Context: an optimization exercise on an open-source flow, tuned for small area, a short achievable clock period and few clock cycles per item. The choices shown serve that exercise and are no tape-out recipe.
The RTL was checked by simulation tests, not by an equivalence proof against the original design.
The flow treats the clock pin as an ideal source, which a real chip does not have.
Power and IR drop assume default switching activity.

==> config.mk <==
export PLATFORM = sky130hd
export DESIGN_NAME = lru_block_cache_directory
export DESIGN_NICKNAME = lru_block_cache_directory
export VERILOG_FILES = /design/flow/design.v
export SDC_FILE = /design/flow/constraint.sdc
export NUM_CORES = 4
export LEC_CHECK = 0
export CAP_MARGIN = 20
export CORE_MARGIN = 2
export CORE_UTILIZATION = 60
export CTS_CLUSTER_DIAMETER = 80
export CTS_CLUSTER_SIZE = 20
export SLEW_MARGIN = 20
export TNS_END_PERCENT = 5
==> constraint.sdc <==
create_clock -name core_clock -period 13.0 [get_ports {i_clk}]
set_input_delay 2.6000 -clock core_clock [delete_from_list [all_inputs] [get_ports {i_clk}]]
set_output_delay 2.6000 -clock core_clock [all_outputs]
set_load 0.01 [all_outputs]
==> design.v <==
`timescale 1ns / 1ps
`default_nettype none
package lrud_pkg;
    localparam int WAYS     = 8;
    localparam int TAG_BITS = 32;
    localparam int TAG_W    = (TAG_BITS < 32) ? TAG_BITS : 32;
    localparam int WAY_W    = $clog2(WAYS);
    localparam int AGE_W    = $clog2(WAYS);
    localparam int CNT_W    = $clog2(WAYS + 1);
    localparam int KIND_W   = 2;
    localparam int BLOCK_W  = 32;
    localparam int OWAY_W   = 3;
    localparam int TOTAL_W  = 16;
    localparam int ADDR_W   = 3;
    localparam int DATA_W   = 32;
    localparam int CAP_W    = 4;
    localparam logic [0:0]       REG_WAYS_IN_USE = 1'b0;
    localparam logic [CAP_W-1:0] CAP_RESET       = 4'd8;
    typedef enum logic [KIND_W-1:0] {
        KIND_LOOKUP = 2'd0,
        KIND_INSERT = 2'd1,
        KIND_MARK   = 2'd2
    } t_kind;
    typedef struct packed {
        logic [KIND_W-1:0]  kind;
        logic [BLOCK_W-1:0] block_number;
        logic               insert_dirty;
    } t_req;
    typedef struct packed {
        logic               hit;
        logic [OWAY_W-1:0]  way;
        logic               evicted;
        logic [BLOCK_W-1:0] evicted_block;
        logic               evicted_dirty;
        logic [TOTAL_W-1:0] hit_total;
        logic [TOTAL_W-1:0] miss_total;
    } t_res;
endpackage
`default_nettype wire
`timescale 1ns / 1ps
`default_nettype none
module lrud_cfg (
    input  wire logic                        i_clk,
    input  wire logic                        i_rst_n,
    input  wire logic                        psel,
    input  wire logic                        penable,
    input  wire logic                        pwrite,
    input  wire logic [lrud_pkg::ADDR_W-1:0] paddr,
    input  wire logic [lrud_pkg::DATA_W-1:0] pwdata,
    output logic      [lrud_pkg::DATA_W-1:0] prdata,
    output logic                             pready,
    output logic      [lrud_pkg::CAP_W-1:0]  o_ways_in_use,
    output logic      [lrud_pkg::WAY_W-1:0]  o_last_way
);
    logic                       sel_ways_in_use;
    logic [lrud_pkg::CAP_W-1:0] r_cap;
    logic                       wr_en;
    logic [lrud_pkg::CAP_W-1:0] r_rdata;
    logic [lrud_pkg::WAY_W-1:0] r_last_way;
    logic [lrud_pkg::WAY_W-1:0] n_last_way;
    assign sel_ways_in_use = (paddr[lrud_pkg::ADDR_W-1:2] == lrud_pkg::REG_WAYS_IN_USE);
    assign pready          = 1'b1;
    assign wr_en           = psel && penable && pwrite && pready && sel_ways_in_use;
    always_comb begin
        if (pwdata[lrud_pkg::CAP_W-1:0] == '0) begin
            n_last_way = '0;
        end else if (pwdata[lrud_pkg::CAP_W-1:0] >= lrud_pkg::CAP_W'(lrud_pkg::WAYS)) begin
            n_last_way = lrud_pkg::WAY_W'(lrud_pkg::WAYS - 1);
        end else begin
            n_last_way = pwdata[lrud_pkg::WAY_W-1:0] - lrud_pkg::WAY_W'(1);
        end
    end
    always_ff @(posedge i_clk) begin
        if (!i_rst_n) begin
            r_cap      <= lrud_pkg::CAP_RESET;
            r_last_way <= lrud_pkg::WAY_W'(lrud_pkg::WAYS - 1);
        end else if (wr_en) begin
            r_cap      <= pwdata[lrud_pkg::CAP_W-1:0];
            r_last_way <= n_last_way;
        end
    end
    always_ff @(posedge i_clk) begin
        r_rdata <= sel_ways_in_use ? r_cap : '0;
    end
    assign prdata = lrud_pkg::DATA_W'(r_rdata);
    assign o_ways_in_use = r_cap;
    assign o_last_way    = r_last_way;
endmodule
`default_nettype wire
`timescale 1ns / 1ps
`default_nettype none
module lrud_dir (
    input  wire logic                          i_clk,
    input  wire logic                          i_rst_n,
    input  wire logic                          i_req_valid,
    input  wire lrud_pkg::t_req                i_req,
    input  wire logic [lrud_pkg::WAY_W-1:0]    i_last_way,
    output logic                               o_hit,
    output logic      [lrud_pkg::OWAY_W-1:0]   o_way,
    output logic                               o_evicted,
    output logic      [lrud_pkg::BLOCK_W-1:0]  o_evicted_block,
    output logic                               o_evicted_dirty,
    output logic                               o_inc_hit,
    output logic                               o_inc_miss
);
    localparam int WAYS  = lrud_pkg::WAYS;
    localparam int TAG_W = lrud_pkg::TAG_W;
    logic [WAYS-1:0]        r_valid;
    logic [WAYS-1:0]        r_dirty;
    logic [WAYS-1:0]        r_newer [WAYS];
    logic [TAG_W-1:0]       r_tag   [WAYS];
    logic                   k_lookup, k_insert, k_mark;
    logic [WAYS-1:0]        hit_oh;
    logic                   hit_any;
    logic [WAYS-1:0]        older;       
    logic [WAYS-1:0]        vic_oh;
    logic [WAYS-1:0]        free_oh;
    logic                   full;
    logic [WAYS-1:0]        slot_oh;
    logic                   ins_miss;
    logic [WAYS-1:0]        touch;
    logic [WAYS-1:0]        dirty_we;
    logic [WAYS-1:0]        tag_we;
    logic                   ev_out;
    logic [TAG_W-1:0]       vic_tag;
    logic                   vic_dirty;
    assign k_lookup = (i_req.kind == lrud_pkg::KIND_LOOKUP);
    assign k_insert = (i_req.kind == lrud_pkg::KIND_INSERT);
    assign k_mark   = (i_req.kind == lrud_pkg::KIND_MARK);
    always_comb begin
        for (int i = 0; i < WAYS; i++) begin
            hit_oh[i] = r_valid[i] && (r_tag[i] == i_req.block_number[TAG_W-1:0]);
        end
    end
    assign hit_any = |hit_oh;
    always_comb begin
        for (int i = 0; i < WAYS; i++) begin
            older[i] = 1'b1;
            for (int j = 0; j < WAYS; j++) begin
                if (j < i) begin
                    older[i] = older[i] && (!r_valid[j] || r_newer[j][i]);
                end else if (j > i) begin
                    older[i] = older[i] && (!r_valid[j] || !r_newer[i][j]);
                end
            end
        end
        vic_oh = r_valid & older;
    end
    always_comb begin
        for (int i = 0; i < WAYS; i++) begin
            free_oh[i] = !r_valid[i] && ((i == 0) || r_valid[(i == 0) ? 0 : i - 1]);
        end
    end
    assign full    = r_valid[i_last_way];
    assign slot_oh = full ? vic_oh : free_oh;
    assign ins_miss = k_insert && !hit_any;
    assign touch    = !i_req_valid ? '0 :
                      (k_insert && !hit_any) ? slot_oh :
                      ((k_insert || k_lookup) ? hit_oh : '0);
    assign dirty_we = !i_req_valid ? '0 :
                      k_insert ? (hit_any ? hit_oh : slot_oh) :
                      (k_mark ? hit_oh : '0);
    assign tag_we   = (i_req_valid && ins_miss) ? slot_oh : '0;
    always_ff @(posedge i_clk) begin
        if (!i_rst_n) begin
            r_valid <= '0;
        end else if (i_req_valid && ins_miss) begin
            r_valid <= r_valid | slot_oh;
        end
    end
    always_ff @(posedge i_clk) begin
        for (int i = 0; i < WAYS; i++) begin
            if (dirty_we[i]) begin
                r_dirty[i] <= k_mark || i_req.insert_dirty;
            end
            for (int j = i + 1; j < WAYS; j++) begin
                if (touch[i]) begin
                    r_newer[i][j] <= 1'b1;
                end else if (touch[j]) begin
                    r_newer[i][j] <= 1'b0;
                end
            end
            if (tag_we[i]) begin
                r_tag[i] <= i_req.block_number[TAG_W-1:0];
            end
        end
    end
    always_comb begin
        vic_tag   = '0;
        vic_dirty = 1'b0;
        for (int i = 0; i < WAYS; i++) begin
            if (vic_oh[i]) begin
                vic_tag   = vic_tag | r_tag[i];
                vic_dirty = vic_dirty | r_dirty[i];
            end
        end
    end
    assign ev_out = ins_miss && full;
    always_comb begin
        o_hit           = hit_any && (k_lookup || k_insert || k_mark);
        o_way           = '0;
        o_evicted       = ev_out;
        o_evicted_block = ev_out ? vic_tag : '0;
        o_evicted_dirty = ev_out && vic_dirty;
        for (int i = 0; i < WAYS; i++) begin
            if ((((k_lookup || k_mark) && hit_oh[i]) || (ins_miss && slot_oh[i]))) begin
                o_way = o_way | lrud_pkg::OWAY_W'(i);
            end
        end
    end
    assign o_inc_hit  = k_lookup && hit_any;
    assign o_inc_miss = k_lookup && !hit_any;
endmodule
`default_nettype wire
`timescale 1ns / 1ps
`default_nettype none
module lru_block_cache_directory (
    input  wire logic                          i_clk,
    input  wire logic                          i_rst_n,
    input  wire logic                          i_in_valid,
    output logic                               o_in_stall,
    input  wire logic [lrud_pkg::KIND_W-1:0]   i_kind,
    input  wire logic [lrud_pkg::BLOCK_W-1:0]  i_block_number,
    input  wire logic                          i_insert_dirty,
    output logic                               o_out_valid,
    input  wire logic                          i_out_stall,
    output logic                               o_hit,
    output logic      [lrud_pkg::OWAY_W-1:0]   o_way,
    output logic                               o_evicted,
    output logic      [lrud_pkg::BLOCK_W-1:0]  o_evicted_block,
    output logic                               o_evicted_dirty,
    output logic      [lrud_pkg::TOTAL_W-1:0]  o_hit_total,
    output logic      [lrud_pkg::TOTAL_W-1:0]  o_miss_total,
    input  wire logic                          psel,
    input  wire logic                          penable,
    input  wire logic                          pwrite,
    input  wire logic [lrud_pkg::ADDR_W-1:0]   paddr,
    input  wire logic [lrud_pkg::DATA_W-1:0]   pwdata,
    output logic      [lrud_pkg::DATA_W-1:0]   prdata,
    output logic                               pready
);
    logic                         r0_valid;
    lrud_pkg::t_req               r0_req, in_req;
    logic                         o0_valid, o1_valid;
    logic                         r_in_stall;
    logic                         proc;
    logic                         r0_free;
    logic                         in_acc;
    logic                         o0_load;
    logic                         n_r0_valid, n_o0_valid, n_o1_valid;
    logic [lrud_pkg::WAY_W-1:0]   last_way;
    typedef struct packed {
        logic                         hit;
        logic [lrud_pkg::OWAY_W-1:0]  way;
        logic                         evicted;
        logic [lrud_pkg::BLOCK_W-1:0] evicted_block;
        logic                         evicted_dirty;
        logic                         inc_hit;
        logic                         inc_miss;
    } t_beat;
    t_beat                        d_res, o0, o1, o0_in;
    logic [lrud_pkg::TOTAL_W-1:0] r_hit_total, r_miss_total;
    assign in_req.kind         = i_kind;
    assign in_req.block_number = i_block_number;
    assign in_req.insert_dirty = i_insert_dirty;
    assign proc       = r0_valid && !o1_valid;
    assign r0_free    = !r0_valid || !o1_valid;
    assign in_acc     = i_in_valid && !r_in_stall;
    assign o0_load    = !o0_valid || !i_out_stall;
    assign o_in_stall = r_in_stall;
    always_comb begin
        n_r0_valid = r0_free ? in_acc : r0_valid;
        n_o0_valid = o0_load ? (o1_valid || proc) : o0_valid;
        n_o1_valid = o0_load ? 1'b0 : (o1_valid || proc);
    end
    always_ff @(posedge i_clk) begin
        if (!i_rst_n) begin
            r0_valid   <= 1'b0;
            o0_valid   <= 1'b0;
            o1_valid   <= 1'b0;
            r_in_stall <= 1'b0;
        end else begin
            r0_valid   <= n_r0_valid;
            o0_valid   <= n_o0_valid;
            o1_valid   <= n_o1_valid;
            r_in_stall <= n_r0_valid && n_o1_valid;
        end
    end
    always_comb begin
        o0_in = o1_valid ? o1 : d_res;
        if (!(o1_valid || proc)) begin
            o0_in.inc_hit  = 1'b0;
            o0_in.inc_miss = 1'b0;
        end
    end
    always_ff @(posedge i_clk) begin
        if (r0_free) begin
            r0_req <= in_req;
        end
        if (!o1_valid) begin
            o1 <= d_res;
        end
        if (o0_load) begin
            o0 <= o0_in;
        end
    end
    logic                         hit_en, miss_en;
    logic [lrud_pkg::TOTAL_W-1:0] n_hit_total, n_miss_total;
    assign hit_en  = (o0_load && o0_in.inc_hit) || !i_rst_n;
    assign miss_en = (o0_load && o0_in.inc_miss) || !i_rst_n;
    always_comb begin
        n_hit_total  = r_hit_total;
        n_miss_total = r_miss_total;
        if (r_hit_total != '1) begin
            n_hit_total = r_hit_total + lrud_pkg::TOTAL_W'(1);
        end
        if (r_miss_total != '1) begin
            n_miss_total = r_miss_total + lrud_pkg::TOTAL_W'(1);
        end
        n_hit_total  = n_hit_total & {lrud_pkg::TOTAL_W{i_rst_n}};
        n_miss_total = n_miss_total & {lrud_pkg::TOTAL_W{i_rst_n}};
    end
    always_ff @(posedge i_clk) begin
        if (hit_en) begin
            r_hit_total <= n_hit_total;
        end
        if (miss_en) begin
            r_miss_total <= n_miss_total;
        end
    end
    lrud_cfg u_cfg (
        .i_clk         (i_clk),
        .i_rst_n       (i_rst_n),
        .psel          (psel),
        .penable       (penable),
        .pwrite        (pwrite),
        .paddr         (paddr),
        .pwdata        (pwdata),
        .prdata        (prdata),
        .pready        (pready),
        .o_ways_in_use (),
        .o_last_way    (last_way)
    );
    lrud_dir u_dir (
        .i_clk           (i_clk),
        .i_rst_n         (i_rst_n),
        .i_req_valid     (proc),
        .i_req           (r0_req),
        .i_last_way      (last_way),
        .o_hit           (d_res.hit),
        .o_way           (d_res.way),
        .o_evicted       (d_res.evicted),
        .o_evicted_block (d_res.evicted_block),
        .o_evicted_dirty (d_res.evicted_dirty),
        .o_inc_hit       (d_res.inc_hit),
        .o_inc_miss      (d_res.inc_miss)
    );
    assign o_out_valid     = o0_valid;
    assign o_hit           = o0.hit;
    assign o_way           = o0.way;
    assign o_evicted       = o0.evicted;
    assign o_evicted_block = o0.evicted_block;
    assign o_evicted_dirty = o0.evicted_dirty;
    assign o_hit_total     = r_hit_total;
    assign o_miss_total    = r_miss_total;
endmodule
`default_nettype wire
==> flow/run.sh <==
#!/bin/bash
# Layout flow: the standard ORFS flow (standard.sh) with
#  - port buffers of buf_2 instead of the default choice, a slow delay buffer;
set -euo pipefail
export FLOW_CLOCK_PORT=i_clk
bash standard.sh \
    "BUFFER_PORTS_ARGS=-buffer_cell sky130_fd_sc_hd__buf_2" \
    SETUP_SLACK_MARGIN=9.5 \
    "PRE_CTS_TCL=$PWD/flow/cts_hook.tcl" \
    finish > flow_make.log 2>&1
==> flow/cts_hook.tcl <==
set ::my_clock_port [expr {[info exists ::env(FLOW_CLOCK_PORT)] ? $::env(FLOW_CLOCK_PORT) : "i_clk"}]
rename clock_tree_synthesis my_orig_clock_tree_synthesis

proc my_center {iterms} {
  set sx 0; set sy 0; set n 0
  foreach it $iterms {
    set b [[$it getInst] getBBox]
    set sx [expr {$sx + ([$b xMin] + [$b xMax]) / 2}]
    set sy [expr {$sy + ([$b yMin] + [$b yMax]) / 2}]
    incr n
  }
  return [list [expr {$sx / $n}] [expr {$sy / $n}]]
}

proc clock_tree_synthesis {args} {
  my_orig_clock_tree_synthesis {*}$args
  set port $::my_clock_port
  set block [ord::get_db_block]
  set port_net [$block findNet $port]
  set loads [$port_net getITerms]
  if {[llength $loads] != 1} {
    puts "cts_hook: clock port drives [llength $loads] pins, tree left as built"
    return
  }
  set root [[lindex $loads 0] getInst]
  set root_out [[$root findITerm X] getNet]
  set mids {}
  foreach it [$root_out getITerms] {
    if {[$it getInst] ne $root} { lappend mids [$it getInst] }
  }
  if {[llength $mids] > 2 || [llength [$root_out getBTerms]] > 0} {
    puts "cts_hook: root buffer drives [llength $mids] pins, tree left as built"
    return
  }
  set root_name [$root getName]
  set root_out_name [$root_out getName]
  foreach m $mids {
    disconnect_pin $root_out_name [$m getName]/A
    connect_pin $port [$m getName]/A
  }
  disconnect_pin $port $root_name/A
  delete_instance $root_name
  delete_net $root_out_name
  # split each first-level buffer's loads in two
  set k 0
  foreach m $mids {
    set mnet [[$m findITerm X] getNet]
    set sinks {}
    foreach it [$mnet getITerms] {
      if {[$it getInst] ne $m} { lappend sinks $it }
    }
    if {[llength $sinks] < 2} continue
    set xs {}; set ys {}
    foreach it $sinks {
      set b [[$it getInst] getBBox]
      lappend xs [$b xMin]; lappend ys [$b yMin]
    }
    set dx [expr {[tcl::mathfunc::max {*}$xs] - [tcl::mathfunc::min {*}$xs]}]
    set dy [expr {[tcl::mathfunc::max {*}$ys] - [tcl::mathfunc::min {*}$ys]}]
    set keyed {}
    foreach it $sinks {
      set b [[$it getInst] getBBox]
      lappend keyed [list [expr {$dx >= $dy ? [$b xMin] : [$b yMin]}] $it]
    }
    set keyed [lsort -integer -index 0 $keyed]
    set half [expr {[llength $keyed] / 2}]
    set moved {}; set kept {}
    foreach e [lrange $keyed 0 [expr {$half - 1}]] { lappend moved [lindex $e 1] }
    foreach e [lrange $keyed $half end] { lappend kept [lindex $e 1] }
    set nname "clkbuf_split_${k}_$port"
    set nnet "clknet_split_${k}_$port"
    incr k
    set ni [odb::dbInst_create $block [$m getMaster] $nname]
    set nn [odb::dbNet_create $block $nnet]
    $nn setSigType CLOCK
    [$ni findITerm A] connect $port_net
    [$ni findITerm X] connect $nn
    foreach it $moved {
      $it disconnect
      $it connect $nn
    }
    lassign [my_center $moved] cx cy
    $ni setLocation $cx $cy
    $ni setPlacementStatus PLACED
    lassign [my_center $kept] cx cy
    $m setLocation $cx $cy
  }
  global_connect
  puts "cts_hook: removed root buffer $root_name; clock port now drives [llength [$port_net getITerms]] buffers"
}
==> standard.sh <==
#!/bin/bash
# synth_recipe.tcl (not shown) runs the flow's synth.tcl, then flattens the netlist and writes it again
# the make line also repeats each setting of config.mk as NAME=value (left out here)
make -C /OpenROAD-flow-scripts/flow DESIGN_CONFIG=/design/flow/config.mk WORK_HOME=/design/flow/orfs CLKGATE_MAP_FILE= SYNTH_SCRIPT=/design/flow/synth_recipe.tcl "${@:-finish}"
==> metrics.md, run 1 <==
| Metric | Value |
|---|---|
| Core ar. | `roughly 34,000 um^2` |
| Row count | `67` |
| Met2 GRT Util | `between 50% and 60%` |
| Minimum clock period after layout | `3.65 ns` |
| GRT Residual Overflow | `0` |
| Starting density of the core | `60.8%` |
| Worst-path fanout max | `34` |
| Setup violators final | `0` |
| Most used cell, CP | `buf_4` |
| CP max stage cell | `edfxtp_1` |
| Leak | `around 8.3 nW` |
| Pre-Repair DR Iteration Count | `5` |
| Post-synthesis area per instance | `around 13 um^2` |
| Peak supply drop | `0.131 mV` |
| Syn. warnings | `5` |
| Post-Synthesis Cell Area | `20,400 um^2` |
| Fin. Hold Viols | `0` |
| Total power | `2.72 mW` |
| Synth cell types | `66` |
| Share of post-route cells with drive strength above 1 | `19.8%` |
| Seq pwr share | `roughly 60%` |
| DR vias | `13.9k` |
| Clk latency of the worst-skew pair | `0.35 ns` |
| Pint | `about 2.1 mW` |
| WHS | `0.463 ns` |
| Initial antenna violation count | `1` |
| CTS Buf Count | `27` |
| CP endpoint kind | `flip-flop` |
| Worst EP required | `roughly 13 ns` |
| Clk sink count | `460` |
| Layout area overhead | `13.9%` |
| Final ANT Viol Nets | `0` |
| Synth Instances | `around 1.5k` |
| Critical-path cell list | `buf_4 -> xnor2_1 -> nand4_1 -> nor4_1 -> nand3_2 -> nand4_4 -> or2_4 -> nor4_4 -> buf_4 -> a22o_1` |
| Setup_tns | `0 ns` |
| Sw Pwr | `597 uW` |
| I/O pin count | `182` |
| Critical path origin | `r0_req[5]` |
| Achievable Freq | `274 MHz` |
| Synth area leaders | `edfxtp_1, dfxtp_1, xnor2_1` |
| Largest net degree at the start of global routing | `50` |
| Sequential area share after synthesis | `a little over three fifths` |
| Dominant synthesized flop cell | `edfxtp_1` |
| WP data arrival | `3.74 ns` |
| Full die area | `35,500 um^2` |
| Outcome | `finished clean` |
| Hold Crit Class | `flip-flop to flip-flop` |
| Seq cells post-synth | `460` |
| Post-layout nets | `approximately 1.8k` |
| PwrDens | `117 nW/um^2` |
| Worst-path clk slew | `0.08 ns` |
| Global-route wire length before repair | `86.3 mm` |
| Residual DRC | `0` |
| Total Routing Usage GR | `around a third` |
| Number of max-cap violations | `0` |
| M1 GR Usage | `48.9%` |
| Routed WL | `roughly 60 mm` |
| Yosys top cell by area | `edfxtp_1` |
| EDFF count, synth | `369` |
| Slew HR | `36.8%` |
| Bufs and invs on worst path | `2` |
| FF+latch area | `12,900 um^2` |
| Max-slew violations | `0` |
| ANT cells | `0` |
| DIE HEIGHT | `around 190 um` |
| Worst Tran Pin Value | `about 0.94 ns` |
| Sw frac | `21.9%` |
| Period utilization | `about 28%` |
| Comb power frac | `7.2%` |
| Async set-reset flop share out of synthesis | `0%` |
| Gr busiest metal | `met2` |
| Unrepaired setup endpoints after global routing | `yes` |
| TritonCTS clock tree | `built` |
| Critical path class | `flip-flop to flip-flop` |
| Yosys top cell area share | `54.3%` |
| GP Congestion | `between 0.9 and 1` |
| Port Buf Inserts | `122` |
| CP max stage delay | `0.56 ns` |
| Worst Min Path Start | `o1[39]` |
| GR Util met3 | `7.19%` |
| Vias in the first global route | `13.2k` |
| Worst Setup Start Kind | `flip-flop` |
| FF-to-FF Start | `r0_req[5]` |
| Cell family with most CP delay | `simple AND/OR/NAND/NOR gates` |
| Starting DRC count in detailed routing | `approximately 1.9k` |
| Clock power frac | `32.7%` |
| Post-DP HPWL | `about 38 mm` |
| Clock skew | `0.0195 ns` |
| Die X | `188 um` |
| Multi-input gate area | `~7100 um^2` |
| Post-DR wirelength/cell | `27.3 um` |
| Via density | `around 6.4` |
| Fillers | `approximately 2.5k` |
## per-stage QoR
stage | instances | setup WS, ns | area, um^2 | util (%)
after global routing | 2184 | 9.35 | 23200 | 69.3
after global placement | 2024 | 8.14 | 21300 | 63.5
after CTS | 2171 | 9.36 | 23100 | 68.8
final | 2184 | 9.35 | 23200 | 69.3
after detailed placement | 2026 | 8.57 | 21300 | 63.6
after floorplan | 1547 | 9.19 | 20500 | -
## cells in the mapped netlist, types with 3 or more instances
master and number:
inv_1 21, buf_4 34, nand4_1 51, o31ai_1 6, o2111ai_1 4, o22ai_1 9
a21oi_1 24, ha_1 3, or2_2 3, clkbuf_1 40, clkinv_1 4, a221oi_1 34
o211ai_1 3, o21bai_1 4, edfxtp_1 369, and4_1 3, nor4_1 28, dfxtp_1 91
buf_6 9, o21ai_0 15, a22o_1 74, nor3b_1 5, a21o_1 20, nand2_1 39
nand2b_1 8, xnor2_1 169, o21a_1 9, and2_1 3, buf_2 30, a31oi_1 8
nor2_1 61, nor3_1 27, a211oi_1 4, xor2_1 104, and3_1 4, mux2i_1 8
a22oi_1 74, nor2b_1 15, nand3_1 60, or4_1 7
## metal layers
metal / vias to the layer above / part of all wire (%) / routed length, um
li1: 6105 / - / -
met1: 6914 / 41 / 24700
met2: 765 / 44 / 26300
met3: 90 / 12 / 6920
met4: 0 / 2.8 / 1640
met5: - / 0 / 0
## cell usage in the layout (no fill, tap or decap), types with 6 or more instances in the layout
master,instances
buf_6,6
inv_1,20
a221oi_1,34
nand2_1,38
nor4_2,6
a21o_1,20
edfxtp_1,369
buf_2,122
nand2b_1,8
a22o_1,74
clkbuf_1,16
nor2_1,53
xnor2_1,165
xor2_1,101
buf_4,115
conb_1,29
nor2b_1,15
o22ai_1,9
a21oi_1,24
a31oi_1,8
a22oi_1,74
o21ai_0,13
nor4_1,21
nor3_1,23
nand4_1,51
nand3_1,59
clkbuf_16,29
mux2i_1,8
o31ai_1,6
or4_1,7
dfxtp_1,90
o21a_1,9
buf_12,7
nor2_4,8
## worst paths after layout
path	end	slack, ns	depth (start not counted)
setup / recovery	o0[30]	9.35	10
hold / removal	o1[39]	0.46	1
setup reg to reg	o0[30]	9.35	10
hold reg to reg	o1[39]	0.46	1
## power groups by stage
stage	registers (mW)	clock network, mW	logic (mW)
floorplan	1.67	0	0.101
global placement	1.69	0	0.135
detailed placement	1.69	0	0.137
CTS	1.64	0.897	0.189
global route	1.64	0.949	0.207
finish	1.64	0.890	0.196
## logic make-up (layout without fill, tap and decap cells)
group | after synthesis | count (layout) | share of synthesized area [%]
xor+xnor | 273 | 273 | 11.7
buf+inv | 139 | 328 | 3.70
simple gates | 326 | 326 | 8.64
fa+ha+maj | 3 | 3 | 0.184
compound gates | 304 | 304 | 11.7
flops | 460 | 460 | 63.3
mux | 13 | 13 | 0.791
other cells | 2 | 29 | 0.0368
## area by class of cell, clock buffers not listed
class / instances / share of cell area [%]
flip-flops and latches: 460 / 55.5
repair inverters: 1 / 0.0323
well taps: 448 / 2.41
clock inverters: 3 / 0.0700
multi-input cells: 948 / 30.6
plain buffers: 2 / 0.215
inverters: 25 / 0.442
repair buffers: 252 / 7.42
## sequential cells by signal, summed over array words and instances (netlist names), 3 cells and up
signal / count
u_cfg.r_cap: 4
o1: 40
u_dir.r_dirty: 8
u_cfg.r_rdata: 4
r_miss_total: 16
u_dir.r_newer: 28
u_dir.r_tag: 256
r0_req: 35
r_hit_total: 16
u_dir.r_valid: 8
o0: 38
u_cfg.r_last_way: 3
## repair_timing
action | 4_1_cts | 5_1_grt
hold endpoints to repair | 0 | 0
endpoints found under the setup margin | 516 | 465
gates cloned | 1 | 0
gates resized for setup | 19 | 14
hold buffers | 0 | 0
setup buffers | 94 | 13
pin swaps | 4 | 2
## worst register-to-register path, cell delays in order (launching register included)
cell,delay [ns]
edfxtp_1,0.56
buf_4,0.23
xnor2_1,0.40
nand4_1,0.14
nor4_1,0.54
nand3_2,0.35
nand4_4,0.29
or2_4,0.24
nor4_4,0.04
buf_4,0.30
a22o_1,0.30
Testbench counts, summed over its fixed seeds: cycles 16,016, items 16,000.
==> run 2: changes to the inputs <==
--- a/design.v
+++ b/design.v
@@ -294,13 +294,17 @@
         end
     end
     always_ff @(posedge i_clk) begin
-        if (r0_free) begin
+        if (!i_rst_n) begin
+            r0_req <= '0;
+        end else if (r0_free) begin
             r0_req <= in_req;
         end
         if (!o1_valid) begin
             o1 <= d_res;
         end
-        if (o0_load) begin
+        if (!i_rst_n) begin
+            o0 <= '0;
+        end else if (o0_load) begin
             o0 <= o0_in;
         end
     end
==> metrics.md, run 2 <==
| Metric | Value |
|---|---|
| Row count | `69 (was 67)` |
| Minimum clock period after layout | `3.56 ns (was 3.65 ns)` |
| EDFF count, synth | `296 (was 369)` |
| Reg2Reg Depth | `10 (unchanged)` |
| Syn. warnings | `5 (unchanged)` |
| Leak | `8.63 nW (was 8.31 nW)` |
| FF-to-FF Start | `r0_req[14] (was r0_req[5])` |
| Achievable Freq | `281 MHz (was 274 MHz)` |
| Initial antenna violation count | `3 (was 1)` |
| Largest registers | `u_dir.r_tag x256, o1 x40, o0 x38 (unchanged)` |
| FF+latch area | `12,200 um^2 (was 12,900 um^2)` |
| TritonCTS clock tree | `built (unchanged)` |
| Largest net degree at the start of global routing | `57 (was 50)` |
| Total Routing Usage GR | `34.2% (was 33.4%)` |
| Layout area overhead | `9.53% (was 13.9%)` |
| Non-Filler Instances | `2,385 (was 2,184)` |
| Final worst slack | `9.44 ns (was 9.35 ns)` |
| Critical-path cell list | `inv_1 -> a211o_1 -> nor4_1 -> nand4_1 -> nand4_4 -> nor3_4 -> buf_4 -> buf_4 -> a31oi_2 -> a21bo_2 (was buf_4 -> xnor2_1 -> nand4_1 -> nor4_1 -> nand3_2 -> nand4_4 -> or2_4 -> nor4_4 -> buf_4 -> a22o_1)` |
| Period utilization | `27.4% (was 28.1%)` |
| Via density | `6.45 (was 6.35)` |
| PwrDens | `116 nW/um^2 (was 117 nW/um^2)` |
| Cell family with most CP delay | `simple AND/OR/NAND/NOR gates (unchanged)` |
| CTS Buf Count | `27 (unchanged)` |
| Post-DP HPWL | `44.5 mm (was 37.9 mm)` |
| Post-layout nets | `1,983 (was 1,796)` |
| Flop-to-flop setup slack | `9.44 ns (was 9.35 ns)` |
| Core ar. | `35,400 um^2 (was 33,500 um^2)` |
| Bufs and invs on worst path | `3 (was 2)` |
| Outcome | `finished clean (unchanged)` |
| CP max stage cell | `dfxtp_2 (was edfxtp_1)` |
| Slew HR | `33.1% (was 36.8%)` |
| Yosys top cell area share | `41.3% (was 54.3%)` |
| Port Buf Inserts | `122 (unchanged)` |
| Synth cell types | `80 (was 66)` |
| CTS Hold Bufs | `0 (unchanged)` |
| Seq cells post-synth | `460 (unchanged)` |
| Post-DR wirelength/cell | `27.7 um (was 27.3 um)` |
| I/O pin count | `182 (unchanged)` |
| Global-route wire length before repair | `94.5 mm (was 86.3 mm)` |
| Residual DRC | `0 (unchanged)` |
| Leading cell types in the layout, fill and taps excluded | `edfxtp_1, xnor2_1, nand2_1, a22oi_1, dfxtp_1 (was edfxtp_1, xnor2_1, buf_2, buf_4, xor2_1)` |
| Die X | `193 um (was 188 um)` |
| Number of flip-flops under the largest register name | `256 (unchanged)` |
| Vias in the first global route | `14.3k (was 13.2k)` |
| Fillers | `2,694 (was 2,472)` |
| Dominant synthesized flop cell | `edfxtp_1 (unchanged)` |
| Cell with the most instances after synthesis | `edfxtp_1 (unchanged)` |
| Setup violators final | `0 (unchanged)` |
| DP Worst Slack | `8.36 ns (was 8.57 ns)` |
| Post-Synthesis Cell Area | `21,500 um^2 (was 20,400 um^2)` |
| ANT cells | `0 (unchanged)` |
| Pre-Repair DR Iteration Count | `6 (was 5)` |
| Synth area leaders | `edfxtp_1, dfxtp_1, xnor2_1 (unchanged)` |
| CP endpoint kind | `flip-flop (unchanged)` |
| Critical path class | `flip-flop to flip-flop (unchanged)` |
| WP data arrival | `3.85 ns (was 3.74 ns)` |
| CP max stage delay | `0.62 ns (was 0.56 ns)` |
| Synth Instances | `1,792 (was 1,520)` |
| Full die area | `37,400 um^2 (was 35,500 um^2)` |
| Crit path depth | `10 (unchanged)` |
| Unrepaired setup endpoints after global routing | `yes (unchanged)` |
| Most flops, register | `u_dir.r_tag (unchanged)` |
| GRT Residual Overflow | `0 (unchanged)` |
| Reg2Reg Capture Point | `u_dir.r_newer[5][7] (was o0[30])` |
| Hold Crit Class | `flip-flop to flip-flop (unchanged)` |
| Final ANT Viol Nets | `0 (unchanged)` |
| Final Cell Area | `23,600 um^2 (was 23,200 um^2)` |
| Worst Setup Start Kind | `flip-flop (unchanged)` |
| Number of max-cap violations | `0 (unchanged)` |
| Post-synthesis area per instance | `12.0 um^2 (was 13.4 um^2)` |
| Sequential area share after synthesis | `56.6% (was 63.3%)` |
| Placed cells | `2,287 (was 2,026)` |
| Placed Area | `22,200 um^2 (was 21,300 um^2)` |
| Setup_tns | `0 ns (unchanged)` |
| Worst-path clk slew | `0.08 ns (about the same)` |
| Starting density of the core | `60.8% (about the same)` |
| GP Congestion | `1.03 (was 0.942)` |
| DR vias | `15.4k (was 13.9k)` |
| Critical path origin | `r0_req[14] (was r0_req[5])` |
| Commonest non-fill, non-tap cell in the layout | `edfxtp_1 (unchanged)` |
| Max-slew violations | `0 (unchanged)` |
| Worst Tran Pin Value | `0.995 ns (was 0.944 ns)` |
| DIE HEIGHT | `193 um (was 188 um)` |
| Peak supply drop | `0.121 mV (was 0.131 mV)` |
| Crit path to | `u_dir.r_newer[5][7] (was o0[30])` |
| Commonest cells post-synth | `edfxtp_1, xnor2_1, dfxtp_1, nand2_1, a22oi_1 (was edfxtp_1, xnor2_1, xor2_1, dfxtp_1)` |
| Worst-path fanout max | `17 (was 34)` |
| Clk latency of the worst-skew pair | `0.37 ns (was 0.35 ns)` |
| Share of post-route cells with drive strength above 1 | `17.8% (was 19.8%)` |
| Async set-reset flop share out of synthesis | `0% (unchanged)` |
| Clock skew | `0.0373 ns (was 0.0195 ns)` |
| Most used cell, CP | `buf_4 (unchanged)` |
| Worst EP required | `13.29 ns (was 13.09 ns)` |
| Clk sink count | `460 (unchanged)` |
| Multi-input gate area | `8620 um^2 (was 7110 um^2)` |
| Routed WL | `66.1 mm (was 59.5 mm)` |
| Fin. Hold Viols | `0 (unchanged)` |
| Starting DRC count in detailed routing | `2,071 (was 1,862)` |
| Yosys top cell by area | `edfxtp_1 (unchanged)` |
run 2: cell count changes after synthesis, sizes merged, moves of 40 or more:
cell    change
a22oi      +62
nand4      +55
dfxtp      +73
o21ai      +40
nand2     +100
a22o       -41
edfxtp     -73
run 2: logic make-up after synthesis:
family | share of synthesized area [%]
flip-flops | 56.6
multiplexers | 0.832
AND/OR/NAND/NOR | 11.3
AO/OA/AOI/OAI | 15.4
adder cells (fa/ha/maj) | 0.174
buffers and inverters | 4.37
XOR/XNOR | 11.3
other | 0.0349
run 2: stage by stage:
stage	util (%)	hold WS, ns	total power [mW]
2_1_floorplan	-	0.414	1.76
6_report	66.6	0.445	2.73
3_3_place_gp	62.6	0.424	1.82
5_1_grt	66.6	0.473	2.81
3_5_place_dp	62.6	0.430	1.82
4_1_cts	66.1	0.452	2.73
run 2: worst min path at each step:
stage,end,start,depth (start not counted),slack (ns)
2_1_floorplan,o1[12],o1[12],2,0.41
3_5_place_dp,o1[34],o1[34],2,0.43
6_report,o1[12],o1[12],2,0.44
5_1_grt,o1[12],o1[12],2,0.47
3_3_place_gp,o1[12],o1[12],2,0.42
4_1_cts,o1[12],o1[12],2,0.45
run 2: worst min-delay path: stages, from the launching register on:
cell     delay (ns)
dfxtp_1        0.31
nand2_1        0.06
nand2_1        0.05
run 2: area by class of cell, clock buffers not listed:
type	instances	area share, %
sequential	460	51.8
multi-input combinational	1199	36.6
timing repair buffer	188	5.05
tap	461	2.45
inverter	26	0.467
clock inverter	4	0.234
buffer	2	0.212
run 2: per-layer routing:
metal | share of wire (%) | wire (um) | track usage, %
met5 | 0.023 | 15 | 0
met2 | 45 | 29900 | 53.1
met3 | 10 | 6600 | 7.13
met1 | 39 | 25700 | 45.8
met4 | 5.9 | 3870 | 17.4
run 2: repair_timing:
action,CTS,global route
pin swaps,2,2
resized for setup,46,7
hold endpoints to repair,0,0
cloned,1,2
setup buffers,33,11
endpoints found under the setup margin,450,366
run 2: where the power goes:
group | switching, mW | total (mW) | internal (mW)
Clock | 0.480 | 0.918 | 0.438
Combinational | 0.113 | 0.191 | 0.0783
Sequential | 0.0457 | 1.62 | 1.58
Testbench counts of run 2, summed over its fixed seeds: cycles 16,016, items 16,000.
==> run 3: changes to the inputs <==
==> flow/run.sh (replaced) <==
#!/bin/bash
# Layout flow: the standard ORFS flow (standard.sh) with
#  - port buffers of buf_2 instead of the default choice, a slow delay buffer;
#  - repair_timing limited to resizing, pin swaps, buffer removal and buffer
#    insertion (no cloning or load splitting);
set -euo pipefail
export FLOW_CLOCK_PORT=i_clk
bash standard.sh \
    "BUFFER_PORTS_ARGS=-buffer_cell sky130_fd_sc_hd__buf_2" \
    SETUP_SLACK_MARGIN=9.5 \
    SETUP_MOVE_SEQUENCE=unbuffer,sizeup,swap,buffer \
    "PRE_CTS_TCL=$PWD/flow/cts_hook.tcl" \
    finish > flow_make.log 2>&1
==> flow/cts_hook.tcl (replaced) <==
# Sourced by ORFS's cts.tcl before clock_tree_synthesis (PRE_CTS_TCL): wraps
# clock_tree_synthesis so that, once the tree is built:
#  1. its root buffer is removed and the clock port drives the tree's
#     first-level buffers directly, so every register's clock arrives one
#     buffer stage sooner (the same for all of them);
set ::my_clock_port [expr {[info exists ::env(FLOW_CLOCK_PORT)] ? $::env(FLOW_CLOCK_PORT) : "i_clk"}]
set ::my_early_pattern {r0_req*}
rename clock_tree_synthesis my_orig_clock_tree_synthesis

proc my_center {iterms} {
  set sx 0; set sy 0; set n 0
  foreach it $iterms {
    set b [[$it getInst] getBBox]
    set sx [expr {$sx + ([$b xMin] + [$b xMax]) / 2}]
    set sy [expr {$sy + ([$b yMin] + [$b yMax]) / 2}]
    incr n
  }
  return [list [expr {$sx / $n}] [expr {$sy / $n}]]
}

proc clock_tree_synthesis {args} {
  my_orig_clock_tree_synthesis {*}$args
  set port $::my_clock_port
  set block [ord::get_db_block]
  set port_net [$block findNet $port]
  set loads [$port_net getITerms]
  if {[llength $loads] != 1} {
    puts "cts_hook: clock port drives [llength $loads] pins, tree left as built"
    return
  }
  set root [[lindex $loads 0] getInst]
  set root_out [[$root findITerm X] getNet]
  set mids {}
  foreach it [$root_out getITerms] {
    if {[$it getInst] ne $root} { lappend mids $it }
  }
  if {[llength $mids] > 2 || [llength [$root_out getBTerms]] > 0} {
    puts "cts_hook: root buffer drives [llength $mids] pins, tree left as built"
    return
  }
  set master [$root getMaster]
  foreach it $mids {
    $it disconnect
    $it connect $port_net
  }
  [$root findITerm A] disconnect
  odb::dbInst_destroy $root
  odb::dbNet_destroy $root_out
  # early leaves for the request register
  set early {}
  foreach inst [$block getInsts] {
    if {[string match $::my_early_pattern [$inst getName]]} {
      set ck [$inst findITerm CLK]
      if {$ck ne "NULL" && [$ck getNet] ne "NULL"} { lappend early $ck }
    }
  }
  set free [expr {4 - [llength [$port_net getITerms]]}]
  if {[llength $early] > 0 && $free > 0} {
    set keyed {}
    foreach it $early {
      set b [[$it getInst] getBBox]
      lappend keyed [list [$b xMin] $it]
    }
    set keyed [lsort -integer -index 0 $keyed]
    set groups [expr {min($free, 2)}]
    set per [expr {([llength $keyed] + $groups - 1) / $groups}]
    for {set g 0} {$g < $groups} {incr g} {
      set part {}
      foreach e [lrange $keyed [expr {$g * $per}] [expr {($g + 1) * $per - 1}]] { lappend part [lindex $e 1] }
      if {![llength $part]} continue
      set ni [odb::dbInst_create $block $master "clkbuf_early_${g}_$port"]
      set nn [odb::dbNet_create $block "clknet_early_${g}_$port"]
      $nn setSigType CLOCK
      [$ni findITerm A] connect $port_net
      [$ni findITerm X] connect $nn
      foreach it $part {
        $it disconnect
        $it connect $nn
      }
      lassign [my_center $part] cx cy
      $ni setLocation $cx $cy
      $ni setPlacementStatus PLACED
    }
  }
  global_connect
  puts "cts_hook: clock port drives [llength [$port_net getITerms]] buffers; [llength $early] registers on early leaves"
}
==> metrics.md, run 3 <==
| Metric | Value |
|---|---|
| Outcome | `finished clean (unchanged)` |
| Hold Crit Class | `flip-flop to flip-flop (unchanged)` |
| Critical path class | `flip-flop to primary output (was flip-flop to flip-flop)` |
| Synth area leaders | `edfxtp_1, dfxtp_1, xnor2_1 (unchanged)` |
| Crit path depth | `1 (was 10)` |
| Synth cell types | `80 (unchanged)` |
| Commonest non-fill, non-tap cell in the layout | `edfxtp_1 (unchanged)` |
| Routed WL | `66.1 mm (about the same)` |
| Leading cell types in the layout, fill and taps excluded | `edfxtp_1, xnor2_1, nand2_1, a22oi_1, dfxtp_1 (unchanged)` |
| WP data arrival | `1.03 ns (was 3.85 ns)` |
| Largest net degree at the start of global routing | `57 (unchanged)` |
| Critical-path cell list | `buf_2 (was inv_1 -> a211o_1 -> nor4_1 -> nand4_1 -> nand4_4 -> nor3_4 -> buf_4 -> buf_4 -> a31oi_2 -> a21bo_2)` |
| Starting density of the core | `60.8% (unchanged)` |
| GRT Residual Overflow | `0 (unchanged)` |
| Bufs and invs on worst path | `1 (was 3)` |
| Number of max-cap violations | `0 (unchanged)` |
| Initial antenna violation count | `2 (was 3)` |
| Reg2Reg Depth | `8 (was 10)` |
| DR vias | `15.6k (was 15.4k)` |
| Total Routing Usage GR | `34.4% (was 34.2%)` |
| Worst Setup Start Kind | `flip-flop (unchanged)` |
| Residual DRC | `0 (unchanged)` |
| Largest registers | `u_dir.r_tag x256, o1 x40, o0 x38 (unchanged)` |
| Row count | `69 (unchanged)` |
| Max-slew violations | `0 (unchanged)` |
| Cell family with most CP delay | `flip-flops (was simple AND/OR/NAND/NOR gates)` |
| Placed cells | `2,287 (unchanged)` |
| Commonest cells post-synth | `edfxtp_1, xnor2_1, dfxtp_1, nand2_1, a22oi_1 (unchanged)` |
| Vias in the first global route | `14.4k (was 14.3k)` |
| Hold endpoint | `u_dir.r_tag[5][6] (was o1[12])` |
| Synth Instances | `1,792 (unchanged)` |
| Slew HR | `33.9% (was 33.1%)` |
| Global-route wire length before repair | `95.4 mm (was 94.5 mm)` |
| Unrepaired setup endpoints after global routing | `yes (unchanged)` |
| Clk sink count | `460 (unchanged)` |
| Core ar. | `35,400 um^2 (unchanged)` |
| Post-synthesis area per instance | `12.0 um^2 (unchanged)` |
| Total power | `2.75 mW (was 2.73 mW)` |
| Worst-path clk slew | `0.11 ns (was 0.08 ns)` |
| WHS Path Cells | `0 (was 2)` |
| Peak supply drop | `0.114 mV (was 0.121 mV)` |
| Layout area overhead | `9.47% (was 9.53%)` |
| Syn. warnings | `5 (unchanged)` |
| Leak | `8.61 nW (was 8.63 nW)` |
| Period utilization | `27.9% (was 27.4%)` |
| Setup_tns | `0 ns (unchanged)` |
| DP Worst Slack | `8.36 ns (unchanged)` |
| Achievable Freq | `275 MHz (was 281 MHz)` |
| CTS Buf Count | `27 (unchanged)` |
| FF-to-FF Start | `u_dir.r_tag[7][25] (was r0_req[14])` |
| Via density | `6.53 (was 6.45)` |
| ANT cells | `0 (unchanged)` |
| WHS | `0.370 ns (was 0.445 ns)` |
| Reg2Reg Capture Point | `r_hit_total[12] (was u_dir.r_newer[5][7])` |
| Worst Tran Pin Value | `0.983 ns (was 0.995 ns)` |
| Minimum clock period after layout | `3.63 ns (was 3.56 ns)` |
| Final worst slack | `9.37 ns (was 9.44 ns)` |
| Post-Synthesis Cell Area | `21,500 um^2 (unchanged)` |
| CP max stage delay | `0.42 ns (was 0.62 ns)` |
| Most flops, register | `u_dir.r_tag (unchanged)` |
| CTS Hold Bufs | `0 (unchanged)` |
| Port Buf Inserts | `122 (unchanged)` |
| Fillers | `2,701 (was 2,694)` |
| Worst EP required | `10.40 ns (was 13.29 ns)` |
| CP endpoint kind | `primary output (was flip-flop)` |
| Post-layout nets | `1,982 (was 1,983)` |
| I/O pin count | `182 (unchanged)` |
| Pre-Repair DR Iteration Count | `5 (was 6)` |
| Die X | `193 um (unchanged)` |
| Setup violators final | `0 (unchanged)` |
| Final ANT Viol Nets | `0 (unchanged)` |
| Fin. Hold Viols | `0 (unchanged)` |
| GP Congestion | `1.03 (unchanged)` |
| Share of post-route cells with drive strength above 1 | `17.9% (was 17.8%)` |
| Flop-to-flop setup slack | `9.46 ns (was 9.44 ns)` |
| Yosys top cell area share | `41.3% (unchanged)` |
| DIE HEIGHT | `193 um (unchanged)` |
| Worst-path fanout max | `2 (was 17)` |
| Yosys top cell by area | `edfxtp_1 (unchanged)` |
| Post-DR wirelength/cell | `27.7 um (about the same)` |
| PwrDens | `117 nW/um^2 (was 116 nW/um^2)` |
| Post-DP HPWL | `44.5 mm (unchanged)` |
| CP max stage cell | `edfxtp_1 (was dfxtp_2)` |
| Dominant synthesized flop cell | `edfxtp_1 (unchanged)` |
| Cell with the most instances after synthesis | `edfxtp_1 (unchanged)` |
| Clock skew | `0.302 ns (was 0.0373 ns)` |
| Non-Filler Instances | `2,384 (was 2,385)` |
| Async set-reset flop share out of synthesis | `0% (unchanged)` |
| Sequential area share after synthesis | `56.6% (unchanged)` |
| Full die area | `37,400 um^2 (unchanged)` |
| TritonCTS clock tree | `built (unchanged)` |
| Seq cells post-synth | `460 (unchanged)` |
| Starting DRC count in detailed routing | `2,042 (was 2,071)` |
| EDFF count, synth | `296 (unchanged)` |
| Clk latency of the worst-skew pair | `0.47 ns (was 0.37 ns)` |
| Number of flip-flops under the largest register name | `256 (unchanged)` |
| Worst Min Path Start | `r0_req[7] (was o1[12])` |
-- run 3: cell counts after synthesis --
No cell type changed its count.
-- run 3: layout make-up, clock buffers not listed --
class / count / area [um^2] / area share [%]
Buffer: 2 / 50.0 / 0.213
Tap cell: 461 / 577 / 2.45
Multi-Input combinational cell: 1198 / 8640 / 36.7
Clock inverter: 4 / 55.1 / 0.234
Inverter: 26 / 105 / 0.446
Timing Repair Buffer: 188 / 1160 / 4.94
Sequential cell: 460 / 12200 / 51.9
-- run 3: power breakdown --
group	switching [mW]	internal, mW
clock network	0.503	0.433
registers	0.0459	1.58
logic	0.111	0.0748
total	0.660	2.09
-- run 3: cell families after synthesis --
logic type	count (synthesis)	synth area share, %
buf+inv	161	4.37
simple gates	462	11.3
flops	460	56.6
xor+xnor	277	11.3
other cells	2	0.0349
compound gates	414	15.4
fa+ha+maj	3	0.174
mux	13	0.832
-- run 3: how the worst max path moves through the flow --
stage                    startpoint               end
CTS                 r_miss_total[6]   o_miss_total[6]
global route        r_miss_total[0]   o_miss_total[0]
detailed placement          i_rst_n  r_miss_total[12]
global placement            i_rst_n  r_miss_total[12]
finish              r_miss_total[0]   o_miss_total[0]
floorplan               i_out_stall    r_hit_total[0]
-- run 3: metal layers --
layer  vias to the layer above  track usage, %  wire length [um]
met5                         -               0                 0
met4                         0            16.5              3850
met3                       160            5.28              6520
met2                       905            54.6             30100
met1                      7650            46.6             25600
li1                       6847               -                 -
-- run 3: per-stage QoR --
stage,area (um^2),util (%)
after detailed placement,22200,62.6
after global placement,22200,62.6
after CTS,23300,65.9
after floorplan,21700,-
final,23600,66.5
after global routing,23600,66.5
-- run 3: repair_timing --
action | 4_1_cts | 5_1_grt
buffers inserted | 31 | 15
endpoints found under the setup margin | 414 | 364
pin swaps | 1 | 8
endpoints found under the hold margin | 0 | 0
gates cloned | 0 | 0
resized for setup | 28 | 31
==> run 4: changes to the inputs <==
==> flow/run.sh (replaced) <==
#!/bin/bash
# Layout flow: the standard ORFS flow (standard.sh) with
#  - port buffers of buf_2 instead of the default choice, a slow delay buffer;
set -euo pipefail
export FLOW_CLOCK_PORT=i_clk
bash standard.sh \
    "BUFFER_PORTS_ARGS=-buffer_cell sky130_fd_sc_hd__buf_2" \
    SETUP_SLACK_MARGIN=9.5 \
    "PRE_CTS_TCL=$PWD/flow/cts_hook.tcl" \
    finish > flow_make.log 2>&1
==> metrics.md, run 4 <==
| Metric | Value |
|---|---|
| Worst-path fanout max | `2 (unchanged)` |
| Async set-reset flop share out of synthesis | `0% (unchanged)` |
| TritonCTS clock tree | `built (unchanged)` |
| Leading cell types in the layout, fill and taps excluded | `edfxtp_1, xnor2_1, dfxtp_1, nand2_1, a22oi_1 (was edfxtp_1, xnor2_1, nand2_1, a22oi_1, dfxtp_1)` |
| Achievable Freq | `275 MHz (about the same)` |
| Leak | `8.55 nW (was 8.61 nW)` |
| WP data arrival | `1.03 ns (about the same)` |
| WHS | `0.360 ns (was 0.370 ns)` |
| Global-route wire length before repair | `95.3 mm (was 95.4 mm)` |
| Synth cell types | `80 (unchanged)` |
| Peak supply drop | `0.115 mV (was 0.114 mV)` |
| Worst-path clk slew | `0.10 ns (was 0.11 ns)` |
| Comb power frac | `6.8% (about the same)` |
| Syn. warnings | `5 (unchanged)` |
| Initial antenna violation count | `2 (unchanged)` |
| Unrepaired setup endpoints after global routing | `yes (unchanged)` |
| CP max stage delay | `0.42 ns (about the same)` |
| Largest net degree at the start of global routing | `57 (unchanged)` |
| Port Buf Inserts | `122 (unchanged)` |
| Max-slew violations | `0 (unchanged)` |
| Clk latency of the worst-skew pair | `0.47 ns (about the same)` |
| Period utilization | `27.9% (about the same)` |
| FF-to-FF Start | `u_dir.r_tag[1][5] (was u_dir.r_tag[7][25])` |
| DIE HEIGHT | `193 um (unchanged)` |
| Starting DRC count in detailed routing | `2,031 (was 2,042)` |
| Post-layout nets | `1,972 (was 1,982)` |
| Core ar. | `35,400 um^2 (unchanged)` |
| Post-Synthesis Cell Area | `21,500 um^2 (unchanged)` |
| Routed WL | `65.8 mm (was 66.1 mm)` |
| Most flops, register | `u_dir.r_tag (unchanged)` |
| Residual DRC | `0 (unchanged)` |
| Pre-Repair DR Iteration Count | `6 (was 5)` |
| Post-DR wirelength/cell | `27.7 um (about the same)` |
| Synth area leaders | `edfxtp_1, dfxtp_1, xnor2_1 (unchanged)` |
| CP max stage cell | `edfxtp_1 (unchanged)` |
| Final Core Density | `66.1% (was 66.5%)` |
| Critical path class | `flip-flop to primary output (unchanged)` |
| Setup_tns | `0 ns (unchanged)` |
| Sequential area share after synthesis | `56.6% (unchanged)` |
| Full die area | `37,400 um^2 (unchanged)` |
| Total Routing Usage GR | `34.4% (about the same)` |
| I/O pin count | `182 (unchanged)` |
| Commonest non-fill, non-tap cell in the layout | `edfxtp_1 (unchanged)` |
| Slew HR | `31.0% (was 33.9%)` |
| Critical path origin | `r_miss_total[11] (was r_miss_total[0])` |
| Outcome | `finished clean (unchanged)` |
| Seq cells post-synth | `460 (unchanged)` |
| Total power | `2.75 mW (unchanged)` |
| Synth Instances | `1,792 (unchanged)` |
| Flop-to-flop setup slack | `9.48 ns (was 9.46 ns)` |
| Crit path to | `o_miss_total[11] (was o_miss_total[0])` |
| CP endpoint kind | `primary output (unchanged)` |
| DR vias | `15.4k (was 15.6k)` |
| Number of flip-flops under the largest register name | `256 (unchanged)` |
| Fin. Hold Viols | `0 (unchanged)` |
| Sw frac | `24.0% (about the same)` |
| Final ANT Viol Nets | `0 (unchanged)` |
| Clock power frac | `34.1% (about the same)` |
| Starting density of the core | `60.8% (unchanged)` |
| Post-DP HPWL | `44.5 mm (unchanged)` |
| Die X | `193 um (unchanged)` |
| Share of post-route cells with drive strength above 1 | `16.3% (was 17.9%)` |
| Worst EP required | `10.40 ns (about the same)` |
| Crit path depth | `1 (unchanged)` |
| Reg2Reg Depth | `8 (unchanged)` |
| Minimum clock period after layout | `3.63 ns (about the same)` |
| GRT Residual Overflow | `0 (unchanged)` |
| Reg2Reg Capture Point | `u_dir.r_tag[5][19] (was r_hit_total[12])` |
| Layout area overhead | `8.73% (was 9.47%)` |
| Sw Pwr | `660 uW (about the same)` |
| Clock skew | `0.310 ns (was 0.302 ns)` |
| Commonest cells post-synth | `edfxtp_1, xnor2_1, dfxtp_1, nand2_1, a22oi_1 (unchanged)` |
| EDFF count, synth | `296 (unchanged)` |
| Seq pwr share | `59.1% (about the same)` |
| Clk sink count | `460 (unchanged)` |
| Hold Crit Class | `flip-flop to flip-flop (unchanged)` |
| Largest registers | `u_dir.r_tag x256, o1 x40, o0 x38 (unchanged)` |
| CTS Buf Count | `27 (unchanged)` |
| Row count | `69 (unchanged)` |
| GP Congestion | `1.03 (unchanged)` |
| Yosys top cell by area | `edfxtp_1 (unchanged)` |
| Cell with the most instances after synthesis | `edfxtp_1 (unchanged)` |
| CTS Hold Bufs | `0 (unchanged)` |
| Worst Setup Start Kind | `flip-flop (unchanged)` |
| Bufs and invs on worst path | `1 (unchanged)` |
| Via density | `6.50 (was 6.53)` |
| Number of max-cap violations | `0 (unchanged)` |
| ANT cells | `0 (unchanged)` |
| Worst Tran Pin Value | `1.02 ns (was 0.983 ns)` |
| Pint | `2.09 mW (about the same)` |
| Dominant synthesized flop cell | `edfxtp_1 (unchanged)` |
| Cell family with most CP delay | `flip-flops (unchanged)` |
| Vias in the first global route | `14.5k (was 14.4k)` |
| Yosys top cell area share | `41.3% (unchanged)` |
| Setup violators final | `0 (unchanged)` |
| PwrDens | `117 nW/um^2 (about the same)` |
| Critical-path cell list | `buf_2 (unchanged)` |
| Post-synthesis area per instance | `12.0 um^2 (unchanged)` |
==> run 4: changes by cell type in the layout (fill, tap and decap cells not counted), sizes merged <==
cell  delta
buf     -11
nor3     +1
==> run 4: layout make-up, clock buffers not listed <==
class                           count  area (um^2)
Tap cell                          461          577
Buffer                              2         50.0
Clock inverter                      4         55.1
Inverter                           26          105
Sequential cell                   460        12200
Timing Repair Buffer              177         1060
Fill cell                        2707        12000
Multi-Input combinational cell   1199         8600
==> run 4: logic make-up after synthesis <==
group | count (synthesis) | synth area share [%]
AO/OA/AOI/OAI | 414 | 15.4
XOR/XNOR | 277 | 11.3
adder cells (fa/ha/maj) | 3 | 0.174
buffers and inverters | 161 | 4.37
flip-flops | 460 | 56.6
multiplexers | 13 | 0.832
other | 2 | 0.0349
AND/OR/NAND/NOR | 462 | 11.3
==> run 4: metrics by stage <==
step | std cells | worst slack, ns | area [um^2]
after floorplan | 1819 | 9.28 | 21700
after global placement | 2287 | 8.39 | 22200
after detailed placement | 2287 | 8.36 | 22200
after CTS | 2370 | 9.35 | 23300
after global routing | 2374 | 9.33 | 23400
final | 2374 | 9.37 | 23400
==> run 4: worst min path at each step <==
stage               slack, ns                  to       start  depth (start not counted)
global placement         0.42              o1[12]      o1[12]                          2
finish                   0.36  u_dir.r_tag[3][22]  r0_req[23]                          0
floorplan                0.41              o1[12]      o1[12]                          2
CTS                      0.36   u_dir.r_tag[6][8]   r0_req[9]                          0
global route             0.37  u_dir.r_tag[3][22]  r0_req[23]                          0
detailed placement       0.43              o1[34]      o1[34]                          2
==> run 4: power groups by stage <==
stage / clock network (mW) / registers, mW / logic, mW
2_1_floorplan: 0 / 1.64 / 0.128
3_3_place_gp: 0 / 1.66 / 0.161
3_5_place_dp: 0 / 1.66 / 0.163
4_1_cts: 0.944 / 1.62 / 0.182
5_1_grt: 0.991 / 1.63 / 0.198
6_report: 0.937 / 1.62 / 0.186
==> run 4: repair_timing <==
| item | 4_1_cts | 5_1_grt |
|---|---|---|
| setup endpoints to repair | 414 | 367 |
| pin swaps | 1 | 2 |
| setup buffers | 31 | 4 |
| gates cloned | 1 | 0 |
| resized for setup | 21 | 11 |
==> run 4: metal layers <==
layer,vias up,part of all wire [%],global-route usage (%)
met4,0,5.7,16.7
met1,7622,39,46.5
met5,-,0,0
met2,822,46,54.6
li1,6832,-,-
met3,152,9.6,5.09
==> run 5: changes to the inputs <==
==> flow/run.sh (replaced) <==
#!/bin/bash
# Layout flow: the standard ORFS flow (standard.sh) with
#  - port buffers of buf_2 instead of the default choice, a slow delay buffer;
#  - SKIP_REPAIR_TIE_FANOUT, so the constant outputs share the synthesis's
#    single tie cell instead of one tie cell each;
set -euo pipefail
export FLOW_CLOCK_PORT=i_clk
bash standard.sh \
    "BUFFER_PORTS_ARGS=-buffer_cell sky130_fd_sc_hd__buf_2" \
    SETUP_SLACK_MARGIN=9.5 \
    SKIP_REPAIR_TIE_FANOUT=1 \
    "PRE_CTS_TCL=$PWD/flow/cts_hook.tcl" \
    finish > flow_make.log 2>&1
==> metrics.md, run 5 <==
| Metric | Value |
|---|---|
| Outcome | `finished clean (unchanged)` |
| Share of post-route cells with drive strength above 1 | `16.5% (was 16.3%)` |
| PwrDens | `120 nW/um^2 (was 117 nW/um^2)` |
| Max-slew violations | `0 (unchanged)` |
| Die X | `193 um (unchanged)` |
| Async set-reset flop share out of synthesis | `0% (unchanged)` |
| ANT cells | `0 (unchanged)` |
| CP max stage cell | `edfxtp_1 (unchanged)` |
| Global-route wire length before repair | `96.8 mm (was 95.3 mm)` |
| Commonest cells post-synth | `edfxtp_1, xnor2_1, dfxtp_1, nand2_1, a22oi_1 (unchanged)` |
| Commonest non-fill, non-tap cell in the layout | `edfxtp_1 (unchanged)` |
| Yosys top cell by area | `edfxtp_1 (unchanged)` |
| Pre-Repair DR Iteration Count | `5 (was 6)` |
| Largest registers | `u_dir.r_tag x256, o1 x40, o0 x38 (unchanged)` |
| CTS Hold Bufs | `0 (unchanged)` |
| Most flops, register | `u_dir.r_tag (unchanged)` |
| Crit path to | `o_hit_total[9] (was o_miss_total[11])` |
| Cell family with most CP delay | `flip-flops (unchanged)` |
| Syn. warnings | `5 (unchanged)` |
| Worst EP required | `10.40 ns (about the same)` |
| Post-DP HPWL | `44.8 mm (was 44.5 mm)` |
| Synth cell types | `80 (unchanged)` |
| Setup_tns | `0 ns (unchanged)` |
| Crit path depth | `1 (unchanged)` |
| Row count | `69 (unchanged)` |
| Hold Crit Class | `flip-flop to flip-flop (unchanged)` |
| Seq cells post-synth | `460 (unchanged)` |
| Peak supply drop | `0.127 mV (was 0.115 mV)` |
| Synth area leaders | `edfxtp_1, dfxtp_1, xnor2_1 (unchanged)` |
| Slew HR | `34.5% (was 31.0%)` |
| Final worst slack | `9.33 ns (was 9.37 ns)` |
| Post-DR wirelength/cell | `28.3 um (was 27.7 um)` |
| Leading cell types in the layout, fill and taps excluded | `edfxtp_1, xnor2_1, dfxtp_1, nand2_1, a22oi_1 (unchanged)` |
| WP data arrival | `1.07 ns (was 1.03 ns)` |
| Starting DRC count in detailed routing | `1,716 (was 2,031)` |
| Critical path origin | `r_hit_total[9] (was r_miss_total[11])` |
| Layout area overhead | `8.27% (was 8.73%)` |
| Clk sink count | `460 (unchanged)` |
| Reg2Reg Depth | `8 (unchanged)` |
| Full die area | `37,400 um^2 (unchanged)` |
| Worst Min Path Start | `r0_req[9] (was r0_req[23])` |
| Final ANT Viol Nets | `0 (unchanged)` |
| Total power | `2.80 mW (was 2.75 mW)` |
| Number of flip-flops under the largest register name | `256 (unchanged)` |
| EDFF count, synth | `296 (unchanged)` |
| Largest net degree at the start of global routing | `56 (was 57)` |
| Post-layout nets | `1,938 (was 1,972)` |
| Reg2Reg Capture Point | `r_hit_total[7] (was u_dir.r_tag[5][19])` |
| Clk latency of the worst-skew pair | `0.47 ns (about the same)` |
| Residual DRC | `0 (unchanged)` |
| Period utilization | `28.2% (was 27.9%)` |
| Total Routing Usage GR | `34.8% (was 34.4%)` |
| Initial antenna violation count | `1 (was 2)` |
| Clock skew | `0.314 ns (was 0.310 ns)` |
| GP Congestion | `0.990 (was 1.03)` |
| Post-synthesis area per instance | `12.0 um^2 (unchanged)` |
| FF-to-FF Start | `u_dir.r_tag[7][25] (was u_dir.r_tag[1][5])` |
| TritonCTS clock tree | `built (unchanged)` |
| Core ar. | `35,400 um^2 (unchanged)` |
| Yosys top cell area share | `41.3% (unchanged)` |
| Bufs and invs on worst path | `1 (unchanged)` |
| Critical-path cell list | `buf_2 (unchanged)` |
| Dominant synthesized flop cell | `edfxtp_1 (unchanged)` |
| Achievable Freq | `272 MHz (was 275 MHz)` |
| Leak | `8.47 nW (was 8.55 nW)` |
| Critical path class | `flip-flop to primary output (unchanged)` |
| Synth Instances | `1,792 (unchanged)` |
| Port Buf Inserts | `122 (unchanged)` |
| I/O pin count | `182 (unchanged)` |
| Worst Tran Pin Value | `0.973 ns (was 1.02 ns)` |
| CTS Buf Count | `29 (was 27)` |
| Via density | `6.52 (was 6.50)` |
| Routed WL | `66.3 mm (was 65.8 mm)` |
| Setup violators final | `0 (unchanged)` |
| DR vias | `15.3k (was 15.4k)` |
| DIE HEIGHT | `193 um (unchanged)` |
| Minimum clock period after layout | `3.67 ns (was 3.63 ns)` |
| Flop-to-flop setup slack | `9.45 ns (was 9.48 ns)` |
| Post-Synthesis Cell Area | `21,500 um^2 (unchanged)` |
| Worst-path clk slew | `0.09 ns (was 0.10 ns)` |
| Worst Setup Start Kind | `flip-flop (unchanged)` |
| Worst-path fanout max | `4 (was 2)` |
| Cell with the most instances after synthesis | `edfxtp_1 (unchanged)` |
| CP endpoint kind | `primary output (unchanged)` |
| Starting density of the core | `60.8% (unchanged)` |
| CP max stage delay | `0.45 ns (was 0.42 ns)` |
| Sequential area share after synthesis | `56.6% (unchanged)` |
| Fin. Hold Viols | `0 (unchanged)` |
| Number of max-cap violations | `0 (unchanged)` |
| Vias in the first global route | `14.4k (was 14.5k)` |
| DP Worst Slack | `8.65 ns (was 8.36 ns)` |
| GRT Residual Overflow | `0 (unchanged)` |
| Unrepaired setup endpoints after global routing | `yes (unchanged)` |
[run 5: cell counts after synthesis]
Identical to the previous run, type by type.
[run 5: worst min path at each step]
stage | end | slack (ns) | cells after the start
floorplan | o1[12] | 0.41 | 2
global placement | o1[1] | 0.42 | 2
detailed placement | o1[12] | 0.43 | 2
CTS | u_dir.r_tag[0][24] | 0.40 | 0
global route | u_dir.r_tag[2][8] | 0.37 | 0
finish | u_dir.r_tag[2][8] | 0.34 | 0
[run 5: through the flow]
stage	cells	util [%]	hold WS (ns)	area, um^2
6_report	2342	65.8	0.343	23300
5_1_grt	2342	65.8	0.367	23300
4_1_cts	2328	65.4	0.396	23100
3_5_place_dp	2257	62.3	0.430	22000
3_3_place_gp	2257	62.3	0.423	22000
2_1_floorplan	1792	-	0.414	21600
[run 5: cell type report, clock buffers not listed]
class	instances	area, um^2
Fill cell	2740	12100
Tap cell	461	577
Timing Repair Buffer	168	963
Inverter	26	98.8
Clock inverter	10	92.6
Buffer	2	50.0
Multi-Input combinational cell	1172	8510
Sequential cell	460	12200
[run 5: metal layers]
metal,track usage (%),share of wire (%)
met5,0,0
met4,16.5,5.7
met3,5.56,9.3
met2,55.0,46
met1,47.4,39
[run 5: cell families after synthesis]
kind of cell	synth area share [%]
XOR/XNOR	11.3
multiplexers	0.832
buffers and inverters	4.37
adder cells (fa/ha/maj)	0.174
AO/OA/AOI/OAI	15.4
other	0.0349
flip-flops	56.6
AND/OR/NAND/NOR	11.3
[run 5: power by group]
group / leakage [nW] / internal, mW / switching [mW]
clock: 0.469 / 0.478 / 0.516
combinational: 3.92 / 0.0720 / 0.108
sequential: 4.08 / 1.58 / 0.0476
[run 5: what timing repair did]
| action | in CTS | in global routing |
|---|---|---|
| gates cloned | 1 | 0 |
| resized for setup | 9 | 16 |
| buffers inserted | 15 | 14 |
| pin swaps | 1 | 1 |
| setup endpoints to repair | 392 | 441 |

-- static timing again, ports no longer ideal --
Ports are ideal in the flow. The routed layouts listed here were re-timed in OpenROAD. Step 1 assumes that a clkbuf_16 drives the clock port and a buf_2 every other input. Step 2, shift: input delay + t, output delay - t, t = (earliest + latest rising clock arrival at the registers) / 2. This alone moves slack from input paths to output paths. Three values: ideal, step 1, step 2; two values: the first two.
run	t, ns	slack for setup (ns)	worst setup path at the end	clock arrival spread, ns	worst register clock-pin slew, ns	worst slew at a driven data input, ns
run 1	0.461	9.353 / 9.275 / 9.089	input to register	0.020 / 0.019	0.09 / 0.09	0.04
run 2	0.475	9.435 / 9.328 / 9.099	input to register	0.038 / 0.037	0.09 / 0.09	0.05
run 3	0.419	9.370 / 9.266 / 9.187	input to register	0.302 / 0.302	0.11 / 0.11	0.05
run 4	0.420	9.367 / 9.264 / 9.189	input to register	0.309 / 0.310	0.11 / 0.11	0.05
run 5	0.410	9.328 / 9.230 / 9.061	input to register	0.314 / 0.314	0.11 / 0.11	0.04
In run 3, run 4 and run 5 the clock reaches the registers at very different times; t lies between them, and the last value is a rough guide only. For run 2, which loses most, drivers alone change the setup slack by -0.107 ns; drivers and shift together by -0.336 ns.
